Source: an optimization exercise on an open RTL-to-GDS flow (aim: small area, a short achievable clock period and few clock cycles per item). Production flows keep margins and buffers that such runs may drop. At most, simulation tests tie the RTL to the original design; equivalence was not proved. Power is estimated from default activity; no workload was simulated.

// pn_eval
module pn_eval #(
  parameter int DATA_W = 3,
  parameter int OUT_W = 64,
  parameter int MAX_LEN = 20
) (
  input  logic              clk,
  input  logic              rst,
  input  logic              in_valid,
  input  logic [DATA_W-1:0] in,
  input  logic              operator,
  input  logic              mode,
  output logic              out_valid,
  output logic [OUT_W-1:0]  out,
  output logic              err
);
Size: roughly 290 flip-flops, roughly 74 I/O pins.
==> flow/config.mk <==
export PLATFORM = sky130hd
export DESIGN_NAME = pn_eval
export DESIGN_NICKNAME = pn_eval
export VERILOG_FILES = /design/flow/design.v
export SDC_FILE = /design/flow/constraint.sdc
export NUM_CORES = 8
export LEC_CHECK = 0
export CAP_MARGIN = 20
export CORE_MARGIN = 2
export CORE_UTILIZATION = 60
export GPL_ROUTABILITY_DRIVEN = 0
export PLACE_DENSITY_LB_ADDON = 0.2
export SETUP_SLACK_MARGIN = 1.0
export SLEW_MARGIN = 20
==> flow/constraint.sdc <==
create_clock -name core_clock -period 16.0 [get_ports {clk}]
set_input_delay 3.2000 -clock core_clock [delete_from_list [all_inputs] [get_ports {clk}]]
set_output_delay 3.2000 -clock core_clock [all_outputs]
set_load 0.01 [all_outputs]
standard.sh (not shown) runs the stock make flow with config.mk's settings and CLKGATE_MAP_FILE= SYNTH_SCRIPT=/design/flow/synth_recipe.tcl, a recipe that flattens the netlist after the stock synthesis.
==> flow/flow/run.sh <==
#!/bin/bash
# The standard ORFS layout (standard.sh: the standard synthesis, floorplan, power grid, CTS
# and routing), with two changes in how it is made: the port buffers are buf_2 cells (the default
# choice is a slow delay buffer), and repair_timing keeps a larger setup margin than the 16 ns
# clock needs, so that it sizes and buffers the design for speed. Each step's full log stays in
# orfs/logs; make's output is in standard_flow.log.
set -euo pipefail
bash standard.sh "BUFFER_PORTS_ARGS=-buffer_cell sky130_fd_sc_hd__buf_2" SETUP_SLACK_MARGIN=11.4 finish > standard_flow.log 2>&1
The baseline produced a clean layout.
Testbench counts at the start, summed over its fixed seeds: cycles 4,812, items 384.
Then changed:
--- a/flow/config.mk
+++ b/flow/config.mk
@@ -12 +11,0 @@
-export PLACE_DENSITY_LB_ADDON = 0.2
The changed run went through all stages and came out clean.
Register-to-register slack is about the same.
Fmax is about the same.
Utilization falls by 0.29 points.
Then changed:
--- a/flow/config.mk
+++ b/flow/config.mk
@@ -10 +10 @@
-export CORE_UTILIZATION = 60
+export CORE_UTILIZATION = 66
After rerunning: The new run ran to the end with no violations. Total power came out higher by 2.2%. Fmax is about the same. Routed wire length climbs by 0.94%. Synthesized area does not change. Cell area increases by 1.4%. Setup slack is better by 0.0055 ns. Synthesized cell count is unchanged. Die area is lower by 8.9%. Sequential share of layout area came out lower by 0.52 points.
Then changed:
--- a/flow/flow/run.sh
+++ b/flow/flow/run.sh
@@ -8 +8 @@
-bash standard.sh "BUFFER_PORTS_ARGS=-buffer_cell sky130_fd_sc_hd__buf_2" SETUP_SLACK_MARGIN=11.4 finish > standard_flow.log 2>&1
+bash standard.sh "BUFFER_PORTS_ARGS=-buffer_cell sky130_fd_sc_hd__buf_2" SETUP_SLACK_MARGIN=11.1 finish > standard_flow.log 2>&1
--- a/flow/config.mk
+++ b/flow/config.mk
@@ -10,2 +10 @@
-export CORE_UTILIZATION = 66
-export GPL_ROUTABILITY_DRIVEN = 0
+export CORE_UTILIZATION = 60
First-iteration DRC count is about the same.
Hold slack gets worse by 0.0075 ns.
Sequential power is about the same.
Die area rose by roughly a tenth.
Sequential cell count is unchanged.
Cell count stays flat.
Synthesized cell count stays the same.
Non-clock buffer count fell by 40.
Then changed:
--- a/flow/flow/run.sh
+++ b/flow/flow/run.sh
@@ -8 +8 @@
-bash standard.sh "BUFFER_PORTS_ARGS=-buffer_cell sky130_fd_sc_hd__buf_2" SETUP_SLACK_MARGIN=11.1 finish > standard_flow.log 2>&1
+bash standard.sh "BUFFER_PORTS_ARGS=-buffer_cell sky130_fd_sc_hd__buf_2" SETUP_SLACK_MARGIN=11.25 finish > standard_flow.log 2>&1
Effect: The new run completed with no timing, DRC or antenna violations; worst setup slack improves by 0.11 ns; hold slack improved by 0.0095 ns; wire length came out higher by 2.2%; area after synthesis does not change; power rose by 3.6%; clock power went up by 5.4%; fmax climbs by 2.3%; cell area climbs by 1.9%.

========
Setup of run A:
pn_eval, a different RTL version from the one above (not shown whole).
For scale: roughly 2800 cells after synthesis, roughly 300 flip-flops, roughly 74 I/O pins, roughly 0.020 mm2 of cells after synthesis.
export LEC_CHECK = 0
export ABC_AREA = 1
export CAP_MARGIN = 20
export CORE_MARGIN = 2
export CORE_UTILIZATION = 60
export CTS_BUF_LIST = sky130_fd_sc_hd__clkbuf_8
export SETUP_SLACK_MARGIN = 1.0
export SLEW_MARGIN = 20
create_clock -name core_clock -period 16.0 [get_ports {clk}]
==> flow/flow/run.sh <==
#!/bin/bash
# Standard ORFS layout (the standard.sh, unchanged synthesis, floorplan, power grid and
# routing), with repair_timing asked to keep a larger setup margin than the 16 ns clock needs,
# so that it sizes and buffers the design for speed. Each step's full log stays in orfs/logs.
set -euo pipefail
bash standard.sh SETUP_SLACK_MARGIN=11.4 finish > standard_flow.log 2>&1
In summary, run A completed successfully, with a layout that passed the timing, design-rule and antenna checks.
For run B, these inputs were changed with respect to run A:
- ABC_AREA removed (was 1)
- CTS_BUF_LIST removed (was sky130_fd_sc_hd__clkbuf_8)
==> flow/flow/run.sh <==
#!/bin/bash
# The standard ORFS layout (standard.sh: the standard synthesis, floorplan, power grid, CTS
# and routing), with two changes in how it is made: the port buffers are buf_2 cells (the default
# choice is a slow delay buffer), and repair_timing keeps a larger setup margin than the 16 ns
# clock needs, so that it sizes and buffers the design for speed. Each step's full log stays in
# orfs/logs; make's output is in standard_flow.log.
set -euo pipefail
bash standard.sh "BUFFER_PORTS_ARGS=-buffer_cell sky130_fd_sc_hd__buf_2" SETUP_SLACK_MARGIN=11.4 finish > standard_flow.log 2>&1
The mean instance size in the synthesized netlist in run A is 0.80 times that in run B. Tightest hold margin sits higher in run B than in run A. Run A consumes more power than run B.
The inputs of run C differ from those of run B as listed below.
- putting CTS_BUF_LIST at sky130_fd_sc_hd__clkbuf_8 where nothing was set
==> flow/flow/run.sh <==
#!/bin/bash
# Standard ORFS layout (the standard.sh, unchanged synthesis, floorplan, power grid and
# routing), with repair_timing asked to keep a larger setup margin than the 16 ns clock needs,
# so that it sizes and buffers the design for speed. Each step's full log stays in orfs/logs.
set -euo pipefail
bash standard.sh SETUP_SLACK_MARGIN=11.4 finish > standard_flow.log 2>&1
--- outcome ---
Area growth from synthesis to layout in run C is 2.0 points below run B.
Compared with run B, run C shows a higher portion of total power attributed to combinational logic.
Count of non-CTS inverters in the layout delta for run C relative to run B: 1.3% lower
Going from run B to run C, number of placed cells counting well taps has remained practically unchanged, peak fanout along the critical path climbed 1, half-perimeter wire length after placement stayed essentially flat.
Run C vs. run B: post-placement worst setup slack shows a reduction of 190 ps; power density normalized to cell area down 5.6 mW/mm2; final cycle utilization of the critical path went up; area of the placeable core about even.
Going from run B to run C, proportion of cell area occupied by registers grows by 0.88 points.
No run of this note included a check of the RTL's function; only the layout flow was run.

========
Another version of the RTL of pn_eval (not shown whole).
For scale: about 2100 cells after synthesis, ~290 flip-flops, ~74 I/O pins, about 19000 µm² of cells after synthesis.
==> flow/config.mk <==
export PLATFORM = sky130hd
export DESIGN_NAME = pn_eval
export DESIGN_NICKNAME = pn_eval
export VERILOG_FILES = /design/flow/design.v
export SDC_FILE = /design/flow/constraint.sdc
export NUM_CORES = 8
export LEC_CHECK = 0
export CAP_MARGIN = 20
export CORE_MARGIN = 2
export CORE_UTILIZATION = 60
export SETUP_SLACK_MARGIN = 5
export SLEW_MARGIN = 20
==> flow/constraint.sdc <==
create_clock -name core_clock -period 16.0 [get_ports {clk}]
set_input_delay 3.2000 -clock core_clock [delete_from_list [all_inputs] [get_ports {clk}]]
set_output_delay 3.2000 -clock core_clock [all_outputs]
set_load 0.01 [all_outputs]
run.sh (not shown) runs the stock make flow with config.mk's settings and CLKGATE_MAP_FILE= SYNTH_SCRIPT=/design/flow/synth_recipe.tcl, a recipe that flattens the netlist after the stock synthesis.
Stock flow here: none of the scripts above is used.
Testbench counts at the start, summed over its fixed seeds: cycles 4,712, items 384.
Rerun with:
==> flow/flow/run.sh (new file) <==
#!/bin/bash
# The standard ORFS layout (standard.sh: the standard synthesis, floorplan, power grid, CTS
# and routing), with two changes in how it is made: the port buffers are buf_2 cells (the default
# choice is a slow delay buffer), and repair_timing keeps a larger setup margin than the 16 ns
# clock needs, so that it sizes and buffers the design for speed. Each step's full log stays in
# orfs/logs; make's output is in standard_flow.log.
set -euo pipefail
bash standard.sh "BUFFER_PORTS_ARGS=-buffer_cell sky130_fd_sc_hd__buf_2" SETUP_SLACK_MARGIN=11.4 finish > standard_flow.log 2>&1
==> flow/standard.sh (new file) <==
#!/bin/bash
# synth_recipe.tcl (not shown) runs the flow's synth.tcl, then flattens the netlist and writes it again
# the make line also repeats each setting of config.mk as NAME=value (left out here)
make -C /OpenROAD-flow-scripts/flow DESIGN_CONFIG=/design/flow/config.mk WORK_HOME=/design/flow/orfs CLKGATE_MAP_FILE= SYNTH_SCRIPT=/design/flow/synth_recipe.tcl "${@:-finish}"
Settings changed: GPL_ROUTABILITY_DRIVEN from default to 0, SETUP_SLACK_MARGIN 5 to 1.0.
removed: flow/run.sh
What happened:
- final cell count rose slightly
- via count rose slightly
- worst setup slack is better by 2.0 ns
- clock power fell by a few percent
- global-route usage fell by 0.61 points
- die area is unchanged
- wire length fell slightly
- count of clock-buffer cells in the layout rose by 1
- power fell slightly
- design area fell slightly
Rerun with:
Settings changed: GPL_ROUTABILITY_DRIVEN 0 to default.
- final area hardly moves
- cell count barely changes
- global-route usage is higher by 0.18 points
- die area is unchanged
- clock power shrinks by a few percent
- sequential share of layout area climbs by 0.12 points
- fmax hardly moves
- total power went down slightly
- via count shrinks slightly
- clock skew drops by 0.0086 ns
- clock-buffer cell count grows by 4

[re-timing with driven ports]
No port has a modelled driver above. Below, the same layouts with a new extraction and two added sets of constraints. Step 1 (the two cells are an assumption about what drives the block):
set clk [get_ports {clk}]
set_driving_cell -lib_cell sky130_fd_sc_hd__clkbuf_16 $clk
set_driving_cell -lib_cell sky130_fd_sc_hd__buf_2 [delete_from_list [all_inputs] $clk]
Step 2 also shifts input and output timing later by t, the mid clock arrival at the registers, as if the neighbouring blocks saw the same clock. Slacks: no drivers / after step 1 / after step 2; pairs: no drivers / after step 1.
run | t, ns | slack for setup (ns) | clock arrival spread, ns | cell pins on the clock port's net
the first run of note 1 | 0.627 | 11.404 / 11.350 / 10.853 | 0.017 / 0.017 | 1
the second run of note 1 | 0.646 | 11.414 / 11.359 / 10.853 | 0.018 / 0.018 | 1
the third run of note 1 | 0.633 | 11.419 / 11.365 / 10.802 | 0.017 / 0.017 | 1
the fourth run of note 1 | 0.631 | 11.217 / 11.160 / 10.626 | 0.019 / 0.019 | 1
the fifth run of note 1 | 0.585 | 11.323 / 11.270 / 10.791 | 0.024 / 0.024 | 1
run A | 0.707 | 11.375 / 11.338 / 10.868 | 0.055 / 0.055 | 1
run B | 0.573 | 11.011 / 11.011 / 10.739 | 0.019 / 0.019 | 1
run C | 0.625 | 10.862 / 10.862 / 10.761 | 0.039 / 0.039 | 1
the first run of note 3 | 0.573 | 9.385 / 9.412 / 8.838 | 0.021 / 0.021 | 1
the second run of note 3 | 0.643 | 11.407 / 11.352 / 10.859 | 0.031 / 0.031 | 1
the third run of note 3 | 0.645 | 11.415 / 11.362 / 10.845 | 0.021 / 0.021 | 1
After both steps setup and hold are still met in every run listed. For the third run of note 1, which loses most, drivers alone change the setup slack by -0.054 ns; drivers and shift together by -0.617 ns.
